Context: an optimization exercise on an open-source flow, tuned for small area. The choices shown serve that exercise and are no tape-out recipe.
In this exercise RTL edits were held to simulation tests only and were not proved equivalent to the original.
No activity file was given, so power comes from the tool's default toggle rates.

### design/flow/run.sh
#!/bin/bash
# synth_recipe.tcl (not shown) runs the flow's synth.tcl, then flattens the netlist and writes it again
# the make line also repeats each setting of config.mk as NAME=value (left out here)
make -C /OpenROAD-flow-scripts/flow DESIGN_CONFIG=/design/flow/config.mk WORK_HOME=/design/flow/orfs CLKGATE_MAP_FILE= SYNTH_SCRIPT=/design/flow/synth_recipe.tcl finish
### design/flow/config.mk
export PLATFORM = sky130hd
export DESIGN_NAME = ll_mngr
export DESIGN_NICKNAME = ll_mngr
export VERILOG_FILES = /design/flow/design.v
export SDC_FILE = /design/flow/constraint.sdc
export NUM_CORES = 4
export LEC_CHECK = 0
export CAP_MARGIN = 20
export CORE_MARGIN = 2
export CORE_UTILIZATION = 60
export CTS_BUF_LIST = sky130_fd_sc_hd__clkbuf_16
export CTS_CLUSTER_DIAMETER = 100
export CTS_CLUSTER_SIZE = 25
export PLACE_DENSITY = 0.7
export SLEW_MARGIN = 20
### design/flow/constraint.sdc
create_clock -name core_clock -period 5.0 [get_ports {clk}]
set_input_delay 1.0000 -clock core_clock [delete_from_list [all_inputs] [get_ports {clk}]]
set_output_delay 1.0000 -clock core_clock [all_outputs]
set_load 0.01 [all_outputs]
### design/flow/design.v
`timescale 1ns/1ps
`default_nettype none
module ll_mngr (
  input  logic        clk,
  input  logic        reset_n,
  input  logic        cmd_valid,
  input  logic [2:0]  cmd_op,
  input  logic [2:0]  cmd_list,
  input  logic [5:0]  cmd_pos,
  input  logic [15:0] cmd_data,
  output logic        idle,
  output logic        resp_valid,
  output logic [1:0]  resp_status,
  output logic [15:0] resp_data
);
  localparam logic [1:0] S_IDLE = 2'd0;
  localparam logic [1:0] S_WAIT = 2'd1;
  localparam logic [1:0] S_ENDS = 2'd2;
  localparam logic [1:0] S_LAP  = 2'd3;
  logic [511:0] ring_q;
  logic [47:0]  ends_q;
  logic [15:0]  c_q;
  logic [2:0]   k_q;
  logic [4:0]   pos_q;
  logic [1:0]   state_q;
  logic [2:0]   op_q;
  logic [2:0]   lst_q;
  logic [6:0]   x_q;
  logic [5:0]   y_q;
  logic [1:0]   st_q;
  logic         full_q;
  logic         clr_q;
  logic         win_q;
  wire [15:0] d_out = ring_q[511:496];
  wire [5:0]  e_out = ends_q[47:42];
  wire is_ah  = (op_q == 3'd0);
  wire is_at  = (op_q == 3'd1);
  wire is_dh  = (op_q == 3'd2);
  wire is_rp  = (op_q == 3'd3);
  wire is_rc  = (op_q == 3'd4);
  wire is_rt  = (op_q == 3'd5);
  wire is_add = is_ah | is_at;
  wire in_idle = (state_q == S_IDLE);
  wire in_ends = (state_q == S_ENDS);
  wire in_lap  = (state_q == S_LAP);
  wire strobe  = in_idle & cmd_valid;
  wire k_l   = (k_q == lst_q);
  wire k_lm1 = ({1'b0, k_q} + 4'd1) == {1'b0, lst_q};
  wire k_7   = (k_q == 3'd7);
  wire k_gel = (k_q >= lst_q);
  wire e_eq_y = (e_out == y_q);
  wire       sub  = (is_rc & k_lm1) | (is_rp & k_l);
  wire [6:0] opnd = {1'b0, e_out} ^ {7{sub}};
  wire [7:0] sum  = {1'b0, x_q} + {1'b0, opnd} + {7'd0, sub};
  wire       x_ge = sum[7];
  wire acc_en = in_ends & ((is_ah & k_lm1) | (is_at & k_l) | ((is_dh | is_rt) & k_7) |
                           (is_rp & k_lm1) | (is_rc & (k_lm1 | k_l)));
  wire [6:0] x_nx = acc_en ? sum[6:0] : x_q;
  wire y_en   = in_ends & (((is_dh | is_rp) & k_lm1) | (is_add & k_7));
  logic [1:0] st_nx;
  always_comb begin
    st_nx = st_q;
    if (in_ends & k_l & (is_dh | is_rp) & e_eq_y) st_nx = 2'd1;
    else if (in_ends & k_l & is_rp & x_ge)        st_nx = 2'd3;
  end
  wire inc = in_ends & is_add & k_gel & (st_q == 2'd0);
  wire dec = in_ends & is_dh & k_gel & (k_l ? ~e_eq_y : (st_q == 2'd0));
  wire [5:0] e_in = (clr_q | ~reset_n) ? 6'd0 :
                    e_out + (inc ? 6'd1 : dec ? 6'h3f : 6'd0);
  wire ends_done = in_ends & k_7;
  wire go_lap    = (is_add | is_dh | is_rp) & (st_nx == 2'd0);
  wire start_hit = (pos_q == x_q[4:0]);
  wire end_hit   = (pos_q == y_q[4:0]);
  wire win_op    = is_add | is_dh;
  wire inpath    = in_lap & win_op & (win_q | start_hit);
  wire cap       = in_lap & is_rp & start_hit;
  wire lap_end   = (inpath & end_hit) | cap;
  wire [15:0] ring_in = inpath ? c_q : d_out;
  always_ff @(posedge clk) begin
    ring_q <= {ring_q[495:0], ring_in};
    ends_q <= {ends_q[41:0], e_in};
    win_q  <= inpath & ~end_hit;
  end
  always_ff @(posedge clk) begin
    if (!reset_n) begin
      state_q    <= S_IDLE;
      resp_valid <= 1'b0;
      k_q        <= 3'd0;
      pos_q      <= 5'd0;
      clr_q      <= 1'b1;
      full_q     <= 1'b0;
    end else begin
      k_q        <= k_q + 3'd1;
      pos_q      <= pos_q + ((lap_end & is_dh) ? 5'd0 : 5'd1);
      resp_valid <= 1'b0;
      if (k_7) clr_q <= 1'b0;
      if (ends_done) full_q <= e_in[5];
      case (state_q)
        S_IDLE: if (cmd_valid) state_q <= S_WAIT;
        S_WAIT: if (k_7) state_q <= S_ENDS;
        S_ENDS: if (k_7) begin
          if (go_lap) state_q <= S_LAP;
          else begin
            state_q    <= S_IDLE;
            resp_valid <= 1'b1;
          end
        end
        S_LAP: if (lap_end) begin
          state_q    <= S_IDLE;
          resp_valid <= 1'b1;
        end
      endcase
    end
  end
  always_ff @(posedge clk) begin
    if (strobe) begin
      op_q  <= cmd_op;
      lst_q <= cmd_list;
      x_q   <= (cmd_op == 3'd3) ? {1'b0, cmd_pos} : 7'd0;
      y_q   <= 6'd0;
      st_q  <= (cmd_op[2:1] == 2'd0 && full_q) ? 2'd2 : 2'd0;
    end else begin
      x_q <= x_nx;
      if (y_en)   y_q <= e_out;
      st_q <= st_nx;
    end
  end
  always_ff @(posedge clk) begin
    if (strobe)                    c_q <= cmd_data;
    else if (inpath)               c_q <= (is_add & end_hit) ? 16'd0 : d_out;
    else if (cap)                  c_q <= d_out;
    else if (ends_done & ~go_lap)  c_q <= (is_rc | is_rt) ? {10'd0, x_nx[5:0]} : 16'd0;
  end
  assign idle        = in_idle;
  assign resp_status = st_q;
  assign resp_data   = c_q;
endmodule
`default_nettype wire
==> flow_summary.ini, run 1 <==
[global_routing]
grt_pass1_wl_um = 32900
grt_usage = 0.161
grt_max_degree = 27
overflow = 0
grt_pass1_vias = 6309
antenna_found_initial = 0

[detailed_routing]
finalWirelength_um = 20100
drt_first_pass_iters = 4
vias = 6163
drtIter0Drc = 363
vias_per_cell = 4.66
routedWlPerCell_um = 15.2
drc = 0
ant_nets = 0

[clock_network]
cts.htree.levels = 1
clkLatencyLatePin_ns = 0.57
cts_tree = built
cts-buffers-inserted = 28
root_buffer = clkbuf_16
post_cts_buffers = 0
clock_path_buffers = 3
cts.sink_count = 611
clk_pin_slew_ns = 0.11
cts-hold-fix-buffers = 0
cts_resized = 0

[synth]
synthMuxAreaShare = 0.0184
synth-simple-area-share = 0.0481
yosysSeqAreaShare = 0.850
yosys.area.top_type_share = 0.803
yosysWarnings = 1
synthDistinctLibCells = 54
synth_xor_area_frac = 0.0185
synth.largest_area_cell = dfxtp_1
synth_fa_ha_area_frac = 0.0181
synth.most_common_cell = dfxtp_1
synth-async-reset-ratio = 0
synth-compound-area-share = 0.0370
synth_area_leaders = dfxtp_1 80%, edfxtp_1 4.7%, ha_1 1.5%, mux2_2 1.2%, xor2_1 1.2%
synth_top_family_by_area = simple AND/OR/NAND/NOR gates
synth.top_cells.by_count = 588 x dfxtp_1, 34 x nor2_1, 30 x nand2_1, 23 x edfxtp_1, 20 x xor2_1
synthesis.area_um2 = 14700
synth-edff-count = 23
syn_avg_cell_area_um2 = 15.8
syn_nets = 978
syn_inst = 927
synth_ff_type = dfxtp_1
yosys_register_bits = 611

[setup_path]
worstSetupEndpointType = flop
cp.required_ns = 5.29
path_class = flop to flop
crit_fanout = 16
worst_ep_arrival_time_ns = 4.30
worstReg2RegStart = k_q[0]
startpoint_type = flop
startpoint = k_q[0]

[min_path]
hp-class = flop to flop
hold_start = ring_q[420]

[timing]
hold_viol = 0
worst_pin_slew_ns = 0.904
fin_crit_sh = 0.801
finalSetupViolCount = 0
setup_tns_ns = 0
fin_crit_ns = 4.01
setup_ws_ns = 0.994
fmaxAchievable_mhz = 250
skew_ns = 0.0313
slew_violations = 0
relSlewSlack = 0.395
rsz0062_at_grt = false

[final_layout]
fill_cells = 1689
final_area_um2 = 16300
synthToLayoutAreaGrowth_pct = 10.9
fin_cells = 1323
nets = 1045
drive_gt1_frac = 0.0591
antenna_cells = 0

[placed_design]
dp_cells = 1288
gp_congestion = 0.877
io_buffers = 50
dp_hpwl_um = 12500
place_ws_ns = 1.06
dpl-instance-area_um2 = 15500

[floorplan]
die_w_um = 160
io_pins = 51
core_um2 = 24200
die_h_um = 160
dieArea_um2 = 25700
placementRows = 57
start_util = 0.606

[power_and_ir_drop]
power.density_nw_per_um2 = 459
p_leak_nw = 6.48
vdd_drop_max_v = 0.000365

[flow_run]
cap_violations = 0

[status]
status = complete, no violations
==> critical path: stages (launching register included) <==
cell and delay [ns]:
dfxtp_1 0.38, inv_1 0.06, ha_1 0.35, or4b_4 0.51, nor4_4 0.24, or2_2 0.29, xor2_1 0.17, ha_1 0.29
a21o_1 0.20, a31o_2 0.24, a31oi_1 0.31, o211ai_1 0.21, nand3_1 0.13, nand4_1 0.10, buf_4 0.24
==> through the flow <==
stage / hold slack, ns / utilization / power (W)
5_1_grt: 0.327 / 0.673 / 0.00772
4_1_cts: 0.315 / 0.673 / 0.00753
3_5_place_dp: 0.312 / 0.641 / 0.00519
6_report: 0.316 / 0.673 / 0.00747
2_1_floorplan: 0.310 / - / 0.00512
3_3_place_gp: 0.310 / 0.641 / 0.00519
==> report_power, final <==
part           total [W]  internal (W)  switching [W]
Sequential       0.00493       0.00491      0.0000193
Combinational   0.000145     0.0000709      0.0000737
Clock            0.00239       0.00105        0.00134
Total            0.00747       0.00603        0.00144
==> final cells by class <==
type | instances | area, um^2 | area share
Sequential cell | 611 | 12500 | 0.766
Multi-Input combinational cell | 285 | 2050 | 0.126
Clock buffer | 29 | 726 | 0.0446
Timing Repair Buffer | 53 | 523 | 0.0322
Tap cell | 324 | 405 | 0.0249
Inverter | 15 | 56.3 | 0.00346
Clock inverter | 6 | 35.0 | 0.00215
==> flip-flops by register name, indices dropped and copies added, names as in the netlist <==
| name | flops |
|---|---|
| ring_q | 512 |
| ends_q | 48 |
| c_q | 16 |
| x_q | 7 |
| y_q | 6 |
| pos_q | 5 |
| k_q | 3 |
| lst_q | 3 |
| op_q | 3 |
| st_q | 2 |
| state_q | 2 |
| clr_q | 1 |
| full_q | 1 |
| resp_valid | 1 |
| win_q | 1 |
==> per-layer routing <==
layer  share of wire  global-route usage  routed length, um  vias to the layer above
li1                -                   -                  -                     3159
met1            0.52               0.240              10500                     2872
met2            0.41               0.238               8280                       88
met3           0.031              0.0258                619                       44
met4           0.036              0.0631                726                        0
met5               0                   0                  0                        -
==> path summary, 6_finish.rpt <==
check,end,slack [ns],cells past startpoint
min reg2reg,ring_q[436],0.32,0
min,ring_q[436],0.32,0
max reg2reg,c_q[15],0.99,14
max,c_q[15],0.99,14
==> cells by family (layout without fill, tap and decap cells) <==
| group | Yosys count | count (layout) |
|---|---|---|
| flip-flops | 611 | 611 |
| multiplexers | 25 | 25 |
| XOR/XNOR | 31 | 31 |
| buffers and inverters | 31 | 103 |
| adder cells (fa/ha/maj) | 20 | 20 |
| AND/OR/NAND/NOR | 132 | 132 |
| AO/OA/AOI/OAI | 77 | 77 |
==> layout by cell type, fill, tap and decap left out, types with 8 or more instances in the layout <==
cell type | netlist | final
edfxtp_1 | 23 | 23
mux2i_1 | 9 | 9
mux2_2 | 16 | 16
a21oi_1 | 12 | 12
clkdlybuf4s50_1 | 0 | 50
dfxtp_1 | 588 | 588
xor2_1 | 20 | 20
clkbuf_16 | 0 | 29
nand2_1 | 30 | 30
nor2_1 | 34 | 34
ha_1 | 18 | 18
xnor2_1 | 11 | 11
and2_1 | 9 | 9
a22o_1 | 10 | 10
nor3_1 | 9 | 9
nand3_1 | 12 | 12
o21ai_0 | 16 | 16
inv_1 | 15 | 20
o211ai_1 | 8 | 8
==> run 2: changes to the inputs <==
--- a/design/flow/config.mk
+++ b/design/flow/config.mk
@@ -8,8 +8,8 @@
 export CAP_MARGIN = 20
 export CORE_MARGIN = 2
 export CORE_UTILIZATION = 60
-export CTS_BUF_LIST = sky130_fd_sc_hd__clkbuf_16
-export CTS_CLUSTER_DIAMETER = 100
-export CTS_CLUSTER_SIZE = 25
+export CTS_BUF_LIST = sky130_fd_sc_hd__clkbuf_8
+export CTS_CLUSTER_DIAMETER = 60
+export CTS_CLUSTER_SIZE = 14
 export PLACE_DENSITY = 0.7
 export SLEW_MARGIN = 20
==> run 2 against run 1 <==
Final area barely moved. Critical endpoint is now c_q[5]. Die area did not move. Total power fell by 0.84%. Non-clock buffer count did not move. Worst hold slack got worse by 0.0015 ns. Highest routed layer unchanged. Clock skew fell by 0.010 ns. Maximum frequency rose by 1.0%. Still clean on timing, DRC and antenna. Largest cell class unchanged.
==> flow_summary.ini, run 2 <==
[synth]
synth_ff_type = dfxtp_1
synthesis.area_um2 = 14700
synth-edff-count = 23
yosys.area.top_type_share = 0.803
synth.top_cells.by_count = 588 x dfxtp_1, 34 x nor2_1, 30 x nand2_1, 23 x edfxtp_1, 20 x xor2_1
synth_area_leaders = dfxtp_1 80%, edfxtp_1 4.7%, ha_1 1.5%, mux2_2 1.2%, xor2_1 1.2%
syn_inst = 927
synth-async-reset-ratio = 0
yosysSeqAreaShare = 0.850
syn_nets = 978
yosys_register_bits = 611
yosysWarnings = 1
synth.most_common_cell = dfxtp_1
synthDistinctLibCells = 54
syn_avg_cell_area_um2 = 15.8
synth.largest_area_cell = dfxtp_1

[timing]
rsz0062_at_grt = false
finalSetupViolCount = 0
fin_crit_ns = 3.96
worst_pin_slew_ns = 0.893
relSlewSlack = 0.403
slew_violations = 0
fmaxAchievable_mhz = 252
fin_crit_sh = 0.793
setup_tns_ns = 0
hold_viol = 0
skew_ns = 0.0211

[detailed_routing]
vias_per_cell = 4.65
drt_first_pass_iters = 4
routedWlPerCell_um = 15.1
finalWirelength_um = 20300
vias = 6267
drtIter0Drc = 400
drc = 0
ant_nets = 0

[setup_path]
path_class = flop to flop
rr_worst_depth = 14
startpoint_type = flop
cp.required_ns = 5.32
startpoint = k_q[0]
worst_ep_arrival_time_ns = 4.29
crit_fanout = 16
worstReg2RegStart = k_q[0]
worstSetupEndpointType = flop

[final_layout]
synthToLayoutAreaGrowth_pct = 10.9
antenna_cells = 0
reg_top3 = ring_q x512, ends_q x48, c_q x16
drive_gt1_frac = 0.0810
top_register = ring_q
final_common_cell = dfxtp_1
fin_cells = 1349
final_cell_mix = 588 x dfxtp_1, 50 x clkbuf_8, 50 x clkdlybuf4s50_1
largest_register_ffs = 512
nets = 1067

[status]
status = complete, no violations

[clock_network]
cts-hold-fix-buffers = 0
clock_path_buffers = 3
cts_resized = 0
root_buffer = clkbuf_8
clkLatencyLatePin_ns = 0.58
cts-buffers-inserted = 50
post_cts_buffers = 0
clk_pin_slew_ns = 0.09
cts_tree = built
cts.htree.levels = 2
cts.sink_count = 611

[floorplan]
die_w_um = 160
placementRows = 57
io_pins = 51
dieArea_um2 = 25700
start_util = 0.606
core_um2 = 24200
die_h_um = 160

[global_routing]
grt_pass1_wl_um = 33600
antenna_found_initial = 0
grt_usage = 0.165
top_usage_layer = met1
globalRouteMet3Util = 0.0331
grtUsageMet2 = 0.239
overflow = 0
grt_max_degree = 22
grt_use_met1 = 0.241
grt_pass1_vias = 6551

[placed_design]
gp_congestion = 0.877
dp_hpwl_um = 12500
dp_cells = 1288
io_buffers = 50

[power_and_ir_drop]
vdd_drop_max_v = 0.000307
power.density_nw_per_um2 = 455
p_leak_nw = 6.50
p_total_w = 0.00740

[min_path]
hp-class = flop to flop
holdPathStages = 0
hold_start = ring_q[67]

[flow_run]
cap_violations = 0
run 2: changes by cell type in the layout (fill, tap and decap cells not counted):
cell / before / now
clkinv_8: 0 / 1
inv_8: 0 / 1
clkbuf_8: 0 / 50
inv_6: 0 / 2
inv_1: 20 / 22
clkbuf_16: 29 / 0
inv_12: 1 / 0
run 2: power by group:
group          total, W  leakage [nW]  internal (W)  switching (W)
sequential      0.00493          4.96       0.00491      0.0000192
combinational  0.000145          1.13     0.0000709      0.0000738
clock           0.00233         0.419      0.000922        0.00141
total           0.00740          6.50       0.00590        0.00150
run 2: final timing paths:
check	to	slack, ns
max	c_q[5]	1.04
min	ring_q[83]	0.31
max reg2reg	c_q[5]	1.04
min reg2reg	ring_q[83]	0.31
run 2: final cells by class:
type / count / area (um^2)
inverter: 15 / 56.3
clock inverter: 11 / 71.3
timing repair buffer: 53 / 523
tap: 324 / 405
sequential: 611 / 12500
fill: 1696 / 7920
multi-input combinational: 285 / 2050
clock buffer: 50 / 688
run 2: logic make-up after synthesis:
| group | Yosys count | share of synthesized area |
|---|---|---|
| AO/OA/AOI/OAI | 77 | 0.0370 |
| XOR/XNOR | 31 | 0.0185 |
| adder cells (fa/ha/maj) | 20 | 0.0181 |
| buffers and inverters | 31 | 0.00973 |
| flip-flops | 611 | 0.850 |
| multiplexers | 25 | 0.0184 |
| AND/OR/NAND/NOR | 132 | 0.0481 |
run 2: per-layer routing:
metal	share of wire	vias up
li1	-	3194
met1	0.52	2926
met2	0.41	96
met3	0.034	51
met4	0.037	0
met5	0	-
run 2: through the flow:
| step | hold WS, ns | utilization | cell area (um^2) | setup WS, ns |
|---|---|---|---|---|
| final | 0.315 | 0.673 | 16300 | 1.04 |
| after global routing | 0.315 | 0.673 | 16300 | 0.716 |
| after CTS | 0.312 | 0.673 | 16300 | 1.03 |
| after detailed placement | 0.312 | 0.641 | 15500 | 1.06 |
| after global placement | 0.310 | 0.641 | 15500 | 1.09 |
| after floorplan | 0.310 | - | 14700 | 1.04 |
run 2: worst max-delay path: stages (launching register included):
cell and delay [ns]:
dfxtp_1 0.39, inv_1 0.06, ha_1 0.35, or4b_4 0.51, nor4_4 0.25, or2_2 0.30
xor2_1 0.17, ha_1 0.29, a21o_1 0.20, a31o_2 0.24, a31oi_1 0.28, o211ai_1 0.20
nand3_1 0.13, nand4_1 0.10, buf_4 0.24
==> run 3: changes to the inputs <==
==> design/flow/config.mk (replaced) <==
export PLATFORM = sky130hd
export DESIGN_NAME = ll_mngr
export DESIGN_NICKNAME = ll_mngr
export VERILOG_FILES = /design/flow/design.v
export SDC_FILE = /design/flow/constraint.sdc
export NUM_CORES = 4
export LEC_CHECK = 0
export CAP_MARGIN = 20
export CORE_MARGIN = 2
export CORE_UTILIZATION = 45
export PLACE_DENSITY = 0.6
export SLEW_MARGIN = 20
==> run 3 against run 2 <==
Still clean on timing, DRC and antenna. Cell count grew 12%. Area after synthesis did not move. Total power rose by 24%. Combinational power about the same. Critical path depth did not move. Global-route usage fell by 4.0 points. Wire length up 2.6%. Non-clock buffer count is 1 higher. Clock skew shrank 0.0051 ns. Maximum frequency fell by 1.2%. Register-to-register slack worse by 0.05 ns. Worst hold slack got worse by 0.0044 ns. Highest routed layer unchanged.
==> flow_summary.ini, run 3 <==
[clock_network]
cts_resized = 0
clock_path_buffers = 3
post_cts_buffers = 0
clkLatencyLatePin_ns = 0.56
cts_tree = built
cts.sink_count = 611
cts-hold-fix-buffers = 0
cts-buffers-inserted = 55
clk_pin_slew_ns = 0.06
cts.htree.levels = 2
root_buffer = clkbuf_16

[setup_path]
worstSetupEndpointType = flop
path_buf_inv = 2
max_stage_delay_ns = 0.51
rr_worst_depth = 14
worst_ep_arrival_time_ns = 4.30
reg2reg_slack_ns = 0.99
cp.depth = 14
cp.required_ns = 5.29
critPathMostFrequentCell = ha_1
crit_chain = inv_1, ha_1, or4b_4, nor4_4, or2_2, xor2_1, ha_1, a21o_1, a31o_2, a31oi_1, o211ai_1, nand3_1, nand4_1, buf_4
crit_path_end = c_q[15]
r2r_end = c_q[15]
startpoint = k_q[0]
worstReg2RegStart = k_q[0]
cp_slowest_cell = or4b_4
path_delay_family = simple AND/OR/NAND/NOR gates
crit_fanout = 16
path_class = flop to flop
startpoint_type = flop

[power_and_ir_drop]
clkPwrFrac = 0.447
switchingPower_w = 0.00180
p_int_w = 0.00738
vdd_drop_max_v = 0.000297
p_leak_nw = 7.00
pwr-share-comb = 0.016
p_seq_frac = 0.538
switching_share = 0.196
power.density_nw_per_um2 = 525

[global_routing]
grt_max_degree = 22
grt_pass1_vias = 6259
overflow = 0
antenna_found_initial = 0
grt_usage = 0.125
grt_pass1_wl_um = 33400

[timing]
rsz0062_at_grt = false
slew_violations = 0
hold_slack_ns = 0.310
fin_crit_ns = 4.01
fin_crit_sh = 0.803
worst_pin_slew_ns = 0.848
finalSetupViolCount = 0
fmaxAchievable_mhz = 249
relSlewSlack = 0.433
setup_tns_ns = 0
skew_ns = 0.0160
hold_viol = 0

[floorplan]
io_pins = 51
die_h_um = 184
core_um2 = 32300
placementRows = 66
start_util = 0.454
die_w_um = 184
dieArea_um2 = 34000

[final_layout]
final_cell_mix = 588 x dfxtp_1, 58 x clkbuf_16, 50 x clkdlybuf4s50_1
antenna_cells = 0
synthToLayoutAreaGrowth_pct = 19.4
fill_cells = 2610
top_register = ring_q
final_common_cell = dfxtp_1
largest_register_ffs = 512
nets = 1073
drive_gt1_frac = 0.111
reg_top3 = ring_q x512, ends_q x48, c_q x16

[synth]
synthDistinctLibCells = 54
yosys.area.top_type_share = 0.803
yosysSeqAreaShare = 0.850
synth.most_common_cell = dfxtp_1
synth-async-reset-ratio = 0
synth-edff-count = 23
synth.top_cells.by_count = 588 x dfxtp_1, 34 x nor2_1, 30 x nand2_1, 23 x edfxtp_1, 20 x xor2_1
synth.largest_area_cell = dfxtp_1
synth_ff_type = dfxtp_1
syn_inst = 927
synthesis.area_um2 = 14700
syn_nets = 978
synth_area_leaders = dfxtp_1 80%, edfxtp_1 4.7%, ha_1 1.5%, mux2_2 1.2%, xor2_1 1.2%
syn_avg_cell_area_um2 = 15.8
yosysWarnings = 1
yosys_register_bits = 611

[placed_design]
dp_hpwl_um = 12700
gp_congestion = 0.827
io_buffers = 50

[detailed_routing]
ant_nets = 0
drtIter0Drc = 274
vias_per_cell = 4.23
routedWlPerCell_um = 13.8
finalWirelength_um = 20900
vias = 6380
drt_first_pass_iters = 4
drc = 0

[min_path]
hp-class = flop to flop

[status]
status = complete, no violations

[flow_run]
cap_violations = 0
[run 3: cell count changes in the layout (fill, tap and decap cells not counted), moves of 2 or more]
cell	delta
clkbuf_16	+58
inv_1	-7
clkinv_2	+10
clkbuf_1	+14
bufinv_16	+2
clkbuf_8	-40
inv_6	+2
[run 3: layout make-up]
cell class / instances / area [um^2] / area share
tap: 442 / 553 / 0.0316
timing repair buffer: 54 / 531 / 0.0303
clock buffer: 82 / 1640 / 0.0938
clock inverter: 20 / 208 / 0.0119
multi-input combinational: 285 / 2050 / 0.117
sequential: 611 / 12500 / 0.712
inverter: 15 / 56.3 / 0.00322
[run 3: metrics by stage]
stage	worst slack (ns)	power, W	cells	area, um^2	utilization
finish	0.986	0.00918	1509	17500	0.542
CTS	0.961	0.00931	1509	17500	0.542
detailed placement	0.989	0.00519	1407	15700	0.485
floorplan	1.04	0.00512	927	14700	-
global route	0.721	0.00953	1509	17500	0.542
global placement	1.06	0.00519	1407	15700	0.485
[run 3: routing by layer]
layer	track usage	part of all wire
met5	0	0
met2	0.181	0.42
met4	0.0454	0.022
met1	0.183	0.52
met3	0.0308	0.037
[run 3: power groups by stage]
stage               sequential, W  combinational, W  clock, W
global placement          0.00505          0.000146         0
CTS                       0.00494          0.000147   0.00422
detailed placement        0.00505          0.000146         0
global route              0.00494          0.000159   0.00443
finish                    0.00494          0.000145   0.00410
floorplan                 0.00504         0.0000789         0
[run 3: cell families (layout without fill, tap and decap cells)]
family,count (synthesis),after routing,share of synthesized area
AOI/OAI and AO/OA,77,77,0.0370
xor gates and xnor gates,31,31,0.0185
adders and majority gates,20,20,0.0181
buffers and inverters,31,171,0.00973
DFF,611,611,0.850
muxes,25,25,0.0184
and+or+nand+nor,132,132,0.0481
[run 3: worst min-delay path by stage]
stage | startpoint | endpoint | slack [ns] | cells after the start
2_1_floorplan | ends_q[4] | ends_q[10] | 0.31 | 0
6_report | ring_q[153] | ring_q[169] | 0.31 | 0
5_1_grt | ends_q[41] | ends_q[47] | 0.32 | 0
3_3_place_gp | ring_q[364] | ring_q[380] | 0.31 | 0
4_1_cts | ring_q[206] | ring_q[222] | 0.32 | 0
3_5_place_dp | ring_q[94] | ring_q[110] | 0.31 | 0

-- re-timing with driven ports --
No port has a modelled driver above. Below, the same layouts with a new extraction and two added sets of constraints.
Step 1: set_driving_cell puts a clkbuf_16 on clk and a buf_2 on each other input, an assumption about the parent block.
Step 2, shift: input delay + t, output delay - t, t = (earliest + latest rising clock arrival at the registers) / 2. This alone moves slack from input paths to output paths.
a / b / c = ideal ports / drivers / drivers and shift; a / b = the first two.
run | t, ns | setup slack, ns | clock arrival spread, ns | pins driven straight from the clock port
run 1 | 0.602 | 0.994 / 0.994 / 0.994 | 0.034 / 0.034 | 1
run 2 | 0.613 | 1.035 / 1.035 / 1.035 | 0.023 / 0.023 | 1
run 3 | 0.599 | 0.986 / 0.986 / 0.986 | 0.017 / 0.018 | 1
After both steps every run listed still meets setup and hold.
